Source: an optimization exercise on an open RTL-to-GDS flow (aim: small area and few clock cycles). Production flows keep margins and buffers that such runs may drop. Where RTL was checked, it was by simulation tests only, not by an equivalence proof against the original. Power figures rest on the tool's default switching activity, not on a simulated workload. No driver is modelled on the clock port, so clocking that relies on it looks cheaper here than on a real chip.

build 10:
## nearest_neighbour_downscaler
module nearest_neighbour_downscaler #(
	parameter int OUT_SIZE = nnd_pkg::OUT_SIZE_DEF,
	parameter int MAX_SOURCE_DIM = nnd_pkg::MAX_SOURCE_DIM_DEF
) (
	input  logic                            clk,
	input  logic                            arst_n,
	input  logic                            cfg_valid,
	output logic                            cfg_ready,
	input  logic [nnd_pkg::CFG_IDX_W-1:0]   cfg_index,
	input  logic [nnd_pkg::DIM_W-1:0]       cfg_data,
	input  logic                            in_valid,
	output logic                            in_ready,
	input  logic [nnd_pkg::OP_W-1:0]        operation,
	input  logic [nnd_pkg::CH_W-1:0]        red_in,
	input  logic [nnd_pkg::CH_W-1:0]        green_in,
	input  logic [nnd_pkg::CH_W-1:0]        blue_in,
	input  logic [nnd_pkg::CH_W-1:0]        alpha_in,
	output logic                            out_valid,
	input  logic                            out_ready,
	output logic [nnd_pkg::CH_W-1:0]        red_out,
	output logic [nnd_pkg::CH_W-1:0]        green_out,
	output logic [nnd_pkg::CH_W-1:0]        blue_out,
	output logic [nnd_pkg::CH_W-1:0]        alpha_out,
	output logic [nnd_pkg::OY_W-1:0]        out_column,
	output logic [nnd_pkg::OY_W-1:0]        out_line,
	output logic                            row_last,
	output logic                            replay_pending,
	output logic                            image_done
);
	logic [7:0] wm1_q, hm1_q;
	logic [7:0] cfg_vm1;
	logic big;
	logic [7:0] col_q, g_q;
	logic fin_q;
	logic [5:0] orow_q;
	logic [8:0] e_q;
	logic stale_q;
	logic e_act_q;
	logic [5:0] ox_q;
	logic op_push, op_rep, op_rst;
	logic col_last, emit_row, sampled, rep_ok, last_oy, rep_may, dead;
	logic xfer, ox_last, pop, e_end, act_free, stall, acc;
	logic do_push, do_we, do_emit, do_rst;
	logic [8:0] gw, gw50, g50, eh;
	logic ac;
	logic room, head_v, fpush, flush;
	logic [31:0] rdata, pdata;
	assign cfg_ready = 1'b1;
  ...
For scale: roughly 2500 cells after synthesis, about 1700 flip-flops, ~55000 sq um of cells after synthesis.
Settings: LEC_CHECK=0, CAP_MARGIN=0, CORE_MARGIN=2, CORE_UTILIZATION=60, CTS_BUF_LIST=sky130_fd_sc_hd__clkbuf_16, CTS_CLUSTER_DIAMETER=100, CTS_CLUSTER_SIZE=30, SLEW_MARGIN=0, SYNTH_MEMORY_MAX_BITS=16384; clock period 10.0 ns.
standard.sh (not shown) runs the stock make flow with config.mk's settings and CLKGATE_MAP_FILE= SYNTH_SCRIPT=/design/flow/synth_recipe.tcl, a recipe that flattens the netlist after the stock synthesis.
==> flow/flow/run.sh <==
#!/bin/bash
# Standard layout with two changes: the port buffers are buf_1 cells, and clock tree
# synthesis uses clkbuf_8 clusters of at most 20 sinks without dummy loads.
set -euo pipefail
export BUFFER_PORTS_ARGS="-buffer_cell sky130_fd_sc_hd__buf_1"
export CTS_ARGS="-sink_clustering_enable -repair_clock_nets -sink_clustering_size 20 -sink_clustering_max_diameter 60 -buf_list sky130_fd_sc_hd__clkbuf_8 -dont_use_dummy_load"
bash standard.sh > standard.log 2>&1
Both conditions hold for build 10: the flow ran to the end and the final layout passed the timing, DRC and antenna checks.
Testbench counts of build 10, summed over its fixed seeds: cycles 685,379.
Edits applied to the flow inputs when going from build 10 to build 38:
==> flow/run.sh (new file) <==
#!/bin/bash
# synth_recipe.tcl (not shown) runs the flow's synth.tcl, then flattens the netlist and writes it again
# the make line also repeats each setting of config.mk as NAME=value (left out here)
make -C /OpenROAD-flow-scripts/flow DESIGN_CONFIG=/design/flow/config.mk WORK_HOME=/design/flow/orfs CLKGATE_MAP_FILE= SYNTH_SCRIPT=/design/flow/synth_recipe.tcl finish
removed: flow/flow/run.sh
removed: flow/standard.sh
### Flow results
- Changes observed in build 38 relative to build 10: wire length now smaller; number of antenna violations at the first check in global routing now sits lower; share of the core filled with cells grew by 1.1 points; sequential share of layout area went down.
- Build 38 against build 10: net switching power of the design higher, worst setup slack now smaller, power picked up an extra 2.8%.
- The lower total stage count of the critical path came out of build 38.
- Non-filler instance count after layout essentially unchanged between build 38 and build 10.
- Met3 wire length in build 38 vs build 10: up 370 um
What build 90 does differently from build 38 at the input level:
==> flow/flow/run.sh (new file) <==
#!/bin/bash
# Standard layout with two changes: the port buffers are buf_1 cells, and clock tree
# synthesis uses clkbuf_16 clusters of at most 30 sinks without dummy loads.
set -euo pipefail
export BUFFER_PORTS_ARGS="-buffer_cell sky130_fd_sc_hd__buf_1"
export CTS_ARGS="-sink_clustering_enable -repair_clock_nets -sink_clustering_size 30 -sink_clustering_max_diameter 100 -buf_list sky130_fd_sc_hd__clkbuf_16 -dont_use_dummy_load"
bash standard.sh > standard.log 2>&1
==> flow/standard.sh (new file) <==
#!/bin/bash
# synth_recipe.tcl (not shown) runs the flow's synth.tcl, then flattens the netlist and writes it again
# the make line also repeats each setting of config.mk as NAME=value (left out here)
make -C /OpenROAD-flow-scripts/flow DESIGN_CONFIG=/design/flow/config.mk WORK_HOME=/design/flow/orfs CLKGATE_MAP_FILE= SYNTH_SCRIPT=/design/flow/synth_recipe.tcl "${@:-finish}"
removed: flow/run.sh
--- outcome ---
Relative to build 38, utilization has gone down in build 90.
~same number of placed cells counting well taps in build 38 and build 90
A critical path start-end classification of reg2out is what build 90 shows, while in2out belongs to build 38.
Build 90 vs build 38 on maximum fanout along the worst path: build 90 is the lower one.
Taking build 38 as the reference, in build 90 clock network power share shrank by 0.8 points, clock-buffer cell count fell by 1, average detailed-routed wire length per instance rose by 0.14 um, final total power decreased about 1.1%.

* * *

The RTL this note starts from:
==> flow/design.v <==
package nnd_pkg;
	localparam int DIM_W = 9;
	localparam int OY_W = 6;
	localparam int CH_W = 8;
	localparam int OP_W = 2;
	localparam int CFG_IDX_W = 1;
	localparam int OUT_SIZE_DEF = 50;
	localparam int MAX_SOURCE_DIM_DEF = 256;
	localparam int PW = 4 * CH_W;
	localparam int NS = OUT_SIZE_DEF;
	localparam logic [OP_W-1:0] OP_PUSH = 2'd0;
	localparam logic [OP_W-1:0] OP_REPLAY = 2'd1;
	localparam logic [OP_W-1:0] OP_RESTART = 2'd2;
endpackage
module nnd_ctrl (
	input  logic [8:0] d,
	output logic [7:0] vm1
);
	always_comb begin
		if (d[8]) vm1 = 8'd255;
		else if (d[7:0] == 8'd0) vm1 = 8'd0;
		else vm1 = d[7:0] - 8'd1;
	end
endmodule
module nnd_dp (
	input  logic        clk,
	input  logic        push,
	input  logic [31:0] pdata,
	input  logic        pop,
	input  logic        flush,
	output logic        room,
	output logic        head_v,
	output logic [31:0] head
);
	localparam int NS = nnd_pkg::NS;
	logic [31:0] d [NS];
	logic [NS-1:0] v, h, take;
	always_comb begin
		for (int i = 0; i < NS; i++) begin
			h[i] = !v[i] || (i == 0 ? pop : h[i-1]);
			if (i < NS - 1) take[i] = v[i+1] && h[i];
			else take[i] = push && (h[i] || flush);
		end
	end
	always_ff @(posedge clk) begin
		for (int i = 0; i < NS; i++) begin
			if (flush) v[i] <= take[i] && i == NS - 1;
			else v[i] <= take[i] || (v[i] && !(i == 0 ? pop : h[i-1]));
		end
	end
	always_ff @(posedge clk) begin
		for (int i = 0; i < NS; i++) begin
			if (take[i]) d[i] <= (i == NS - 1) ? pdata : d[(i + 1) % NS];
		end
	end
	assign room = h[NS-1];
	assign head_v = v[0];
	assign head = d[0];
endmodule
module nearest_neighbour_downscaler #(
	parameter int OUT_SIZE = nnd_pkg::OUT_SIZE_DEF,
	parameter int MAX_SOURCE_DIM = nnd_pkg::MAX_SOURCE_DIM_DEF
) (
	input  logic                            clk,
	input  logic                            arst_n,
	input  logic                            cfg_valid,
	output logic                            cfg_ready,
	input  logic [nnd_pkg::CFG_IDX_W-1:0]   cfg_index,
	input  logic [nnd_pkg::DIM_W-1:0]       cfg_data,
	input  logic                            in_valid,
	output logic                            in_ready,
	input  logic [nnd_pkg::OP_W-1:0]        operation,
	input  logic [nnd_pkg::CH_W-1:0]        red_in,
	input  logic [nnd_pkg::CH_W-1:0]        green_in,
	input  logic [nnd_pkg::CH_W-1:0]        blue_in,
	input  logic [nnd_pkg::CH_W-1:0]        alpha_in,
	output logic                            out_valid,
	input  logic                            out_ready,
	output logic [nnd_pkg::CH_W-1:0]        red_out,
	output logic [nnd_pkg::CH_W-1:0]        green_out,
	output logic [nnd_pkg::CH_W-1:0]        blue_out,
	output logic [nnd_pkg::CH_W-1:0]        alpha_out,
	output logic [nnd_pkg::OY_W-1:0]        out_column,
	output logic [nnd_pkg::OY_W-1:0]        out_line,
	output logic                            row_last,
	output logic                            replay_pending,
	output logic                            image_done
);
	logic [7:0] wn_q, hn_q, wm1, hm1;
	logic [7:0] cfg_vm1;
	logic big;
	logic [7:0] col_q, g_q;
	logic fin;
	logic [5:0] orow_q;
	logic [8:0] e_q;
	logic fresh_q;
	logic e_act_q;
	logic [5:0] ox_q;
	logic op_push, op_rep, op_rst;
	logic col_last, emit_row, sampled, rep_ok, rep_may, dead;
	logic xfer, ox_last, pop, e_end, act_free, stall, acc;
	logic do_push, do_we, do_emit, do_rst;
	logic [8:0] gw, gm, gd, eh, em, ed;
	logic ac;
	logic room, head_v, fpush, flush, recirc;
	logic [31:0] rdata, pdata;
	assign cfg_ready = 1'b1;
	nnd_ctrl u_cfg (
		.d   (cfg_data),
		.vm1 (cfg_vm1)
	);
	always_ff @(posedge clk or negedge arst_n) begin
		if (!arst_n) begin
			wn_q <= '0;
			hn_q <= '0;
		end else if (cfg_valid) begin
			if (cfg_index == 1'b0) begin
				wn_q <= ~cfg_vm1;
			end else begin
				hn_q <= ~cfg_vm1;
			end
		end
	end
	assign wm1 = ~wn_q;
	assign hm1 = ~hn_q;
	assign big = wm1 >= 8'd49;
	assign out_valid = e_act_q && head_v;
	assign xfer = out_valid && out_ready;
	assign ox_last = ox_q == 6'd49;
	assign gw = {1'b0, g_q} + {1'b0, wm1} + 9'd1;
	assign gm = (big && !sampled) ? {1'b0, g_q} : gw;
	assign gd = gm - 9'd50;
	assign ac = !gd[8];
	assign pop = xfer && (big || ac || ox_last);
	assign e_end = xfer && ox_last;
	assign act_free = !e_act_q || e_end;
	assign op_push = operation == nnd_pkg::OP_PUSH;
	assign op_rep = operation == nnd_pkg::OP_REPLAY;
	assign op_rst = operation == nnd_pkg::OP_RESTART;
	assign col_last = col_q == wm1;
	assign emit_row = !e_q[8] && e_q[7:0] < 8'd50;
	assign rep_may = e_q >= 9'd462;
	assign dead = e_q[8] && !rep_may;
	assign sampled = !big || g_q < 8'd50;
	assign rep_ok = !fin && col_q == 8'd0 && rep_may;
	assign fin = orow_q[5] && orow_q[4] && orow_q[1];
	always_comb begin
		stall = 1'b0;
		case (operation)
			nnd_pkg::OP_PUSH: stall = !fin && (rep_may && e_act_q ||
				emit_row && ((sampled && (!fresh_q ? e_act_q : !room)) || (col_last && !act_free)));
			nnd_pkg::OP_REPLAY: stall = rep_ok && !act_free;
			nnd_pkg::OP_RESTART: stall = e_act_q;
			default: stall = 1'b0;
		endcase
	end
	assign in_ready = !stall;
	assign acc = in_valid && !stall;
	assign do_push = acc && op_push && !fin;
	assign do_we = do_push && emit_row && sampled;
	assign do_emit = (do_push && col_last && emit_row) || (acc && op_rep && rep_ok);
	assign do_rst = acc && op_rst;
	assign eh = e_q + {1'b0, hm1} + 9'd1;
	assign em = emit_row ? eh : e_q;
	assign ed = em - 9'd50;
	always_ff @(posedge clk or negedge arst_n) begin
		if (!arst_n) begin
			col_q <= '0;
			orow_q <= '0;
			e_q <= '0;
		end else if (do_rst) begin
			col_q <= '0;
			orow_q <= '0;
			e_q <= '0;
		end else begin
			if (do_push) begin
				if (col_last) begin
					col_q <= '0;
					if (!emit_row && !dead) e_q <= ed;
				end else begin
					col_q <= col_q + 8'd1;
				end
			end
			if (do_emit) begin
				orow_q <= orow_q + 6'd1;
				e_q <= emit_row ? ed : eh;
			end
		end
	end
	always_ff @(posedge clk or negedge arst_n) begin
		if (!arst_n) g_q <= '0;
		else if (do_rst || (big ? do_push && col_last : do_emit)) g_q <= '0;
		else if (big ? do_push : xfer) g_q <= 8'((big || ac) ? gd : gm);
	end
	always_ff @(posedge clk or negedge arst_n) begin
		if (!arst_n) begin
			e_act_q <= 1'b0;
		end else if (do_emit) begin
			e_act_q <= 1'b1;
		end else if (e_end) begin
			e_act_q <= 1'b0;
		end
	end
	always_ff @(posedge clk) begin
		if (do_emit) ox_q <= '0;
		else if (xfer) ox_q <= ox_q + 6'd1;
	end
	always_ff @(posedge clk or negedge arst_n) begin
		if (!arst_n) begin
			fresh_q <= 1'b0;
		end else if (do_rst || (e_end && rep_may)) begin
			fresh_q <= 1'b0;
		end else if (do_emit || flush) begin
			fresh_q <= 1'b1;
		end
	end
	assign flush = do_we && !fresh_q;
	assign recirc = pop && rep_may;
	assign fpush = do_we || recirc;
	assign pdata = ({32{do_we}} & {alpha_in, blue_in, green_in, red_in}) | ({32{recirc}} & rdata);
	nnd_dp u_store (
		.clk    (clk),
		.push   (fpush),
		.pdata  (pdata),
		.pop    (pop),
		.flush  (flush),
		.room   (room),
		.head_v (head_v),
		.head   (rdata)
	);
	assign red_out = rdata[7:0];
	assign green_out = rdata[15:8];
	assign blue_out = rdata[23:16];
	assign alpha_out = rdata[31:24];
	assign out_column = ox_q;
	assign out_line = orow_q - 6'd1;
	assign row_last = ox_last;
	assign replay_pending = !fin && rep_may;
	assign image_done = ox_last && fin;
endmodule
export LEC_CHECK = 0
export CAP_MARGIN = 0
export CORE_MARGIN = 2
export CORE_UTILIZATION = 60
export SLEW_MARGIN = 0
export SYNTH_MEMORY_MAX_BITS = 16384
create_clock -name core_clock -period 10.0 [get_ports {clk}]
==> flow/flow/run.sh <==
#!/bin/bash
# Standard layout with two changes: the port buffers are buf_1 cells, and clock tree
# synthesis uses clkbuf_8 clusters of at most 18 sinks without dummy loads.
set -euo pipefail
export BUFFER_PORTS_ARGS="-buffer_cell sky130_fd_sc_hd__buf_1"
export CTS_ARGS="-sink_clustering_enable -repair_clock_nets -sink_clustering_size 18 -sink_clustering_max_diameter 50 -buf_list sky130_fd_sc_hd__clkbuf_8 -dont_use_dummy_load"
bash standard.sh > standard.log 2>&1
The baseline completed with no timing, DRC or antenna violations.
Change:
==> flow/flow/run.sh (replaced) <==
#!/bin/bash
# Standard layout with two changes: the port buffers are buf_1 cells, and clock tree
# synthesis uses clkbuf_4 and clkbuf_8 clusters of at most 12 sinks without dummy loads.
set -euo pipefail
export BUFFER_PORTS_ARGS="-buffer_cell sky130_fd_sc_hd__buf_1"
export CTS_ARGS="-sink_clustering_enable -repair_clock_nets -sink_clustering_size 12 -sink_clustering_max_diameter 40 -buf_list \"sky130_fd_sc_hd__clkbuf_4 sky130_fd_sc_hd__clkbuf_8\" -dont_use_dummy_load"
bash standard.sh > standard.log 2>&1
What happened:
- The new run finished with timing, DRC and antenna clean
- global-route usage rises by 0.14 points
- clock-buffer cell count rises by 46
- combinational power stays flat
No run of this note included a check of the RTL's function; only the layout flow was run.

afterwards: timing with drivers on the ports:
No port has a modelled driver above. Below, the same layouts with a new extraction and two added sets of constraints.
Step 1, drivers: a clkbuf_16 drives clk and a buf_2 each remaining input, both assumed.
Step 2 adds t to the input delays and takes it off the output delays; t is the mean of the earliest and latest rising clock arrival at the registers after step 1. Input paths then give back, and output paths get back, about the clock's delay inside the block.
a / b / c = no drivers / after step 1 / after step 2; a / b = the first two.
run | t (ns) | setup slack, ns | worst setup path at the end | latest minus earliest clock arrival (ns) | slew at the worst register clock pin (ns)
build 10 | 0.808 | 3.541 / 3.480 / 3.860 | input to output | 0.110 / 0.110 | 0.12 / 0.12
build 38 | 0.724 | 3.203 / 3.168 / 3.168 | input to output | 0.031 / 0.031 | 0.12 / 0.12
build 90 | 0.685 | 3.646 / 3.582 / 3.841 | input to output | 0.041 / 0.042 | 0.12 / 0.12
the first run of note 2 | 0.843 | 3.710 / 3.684 / 3.684 | input to output | 0.098 / 0.097 | 0.10 / 0.10
the second run of note 2 | 0.863 | 3.764 / 3.721 / 3.739 | input to output | 0.085 / 0.085 | 0.08 / 0.08
After both steps setup and hold are still met in every run listed. The setup slack of build 38, which loses most, moves by -0.035 ns with the drivers and by -0.035 ns with both steps.
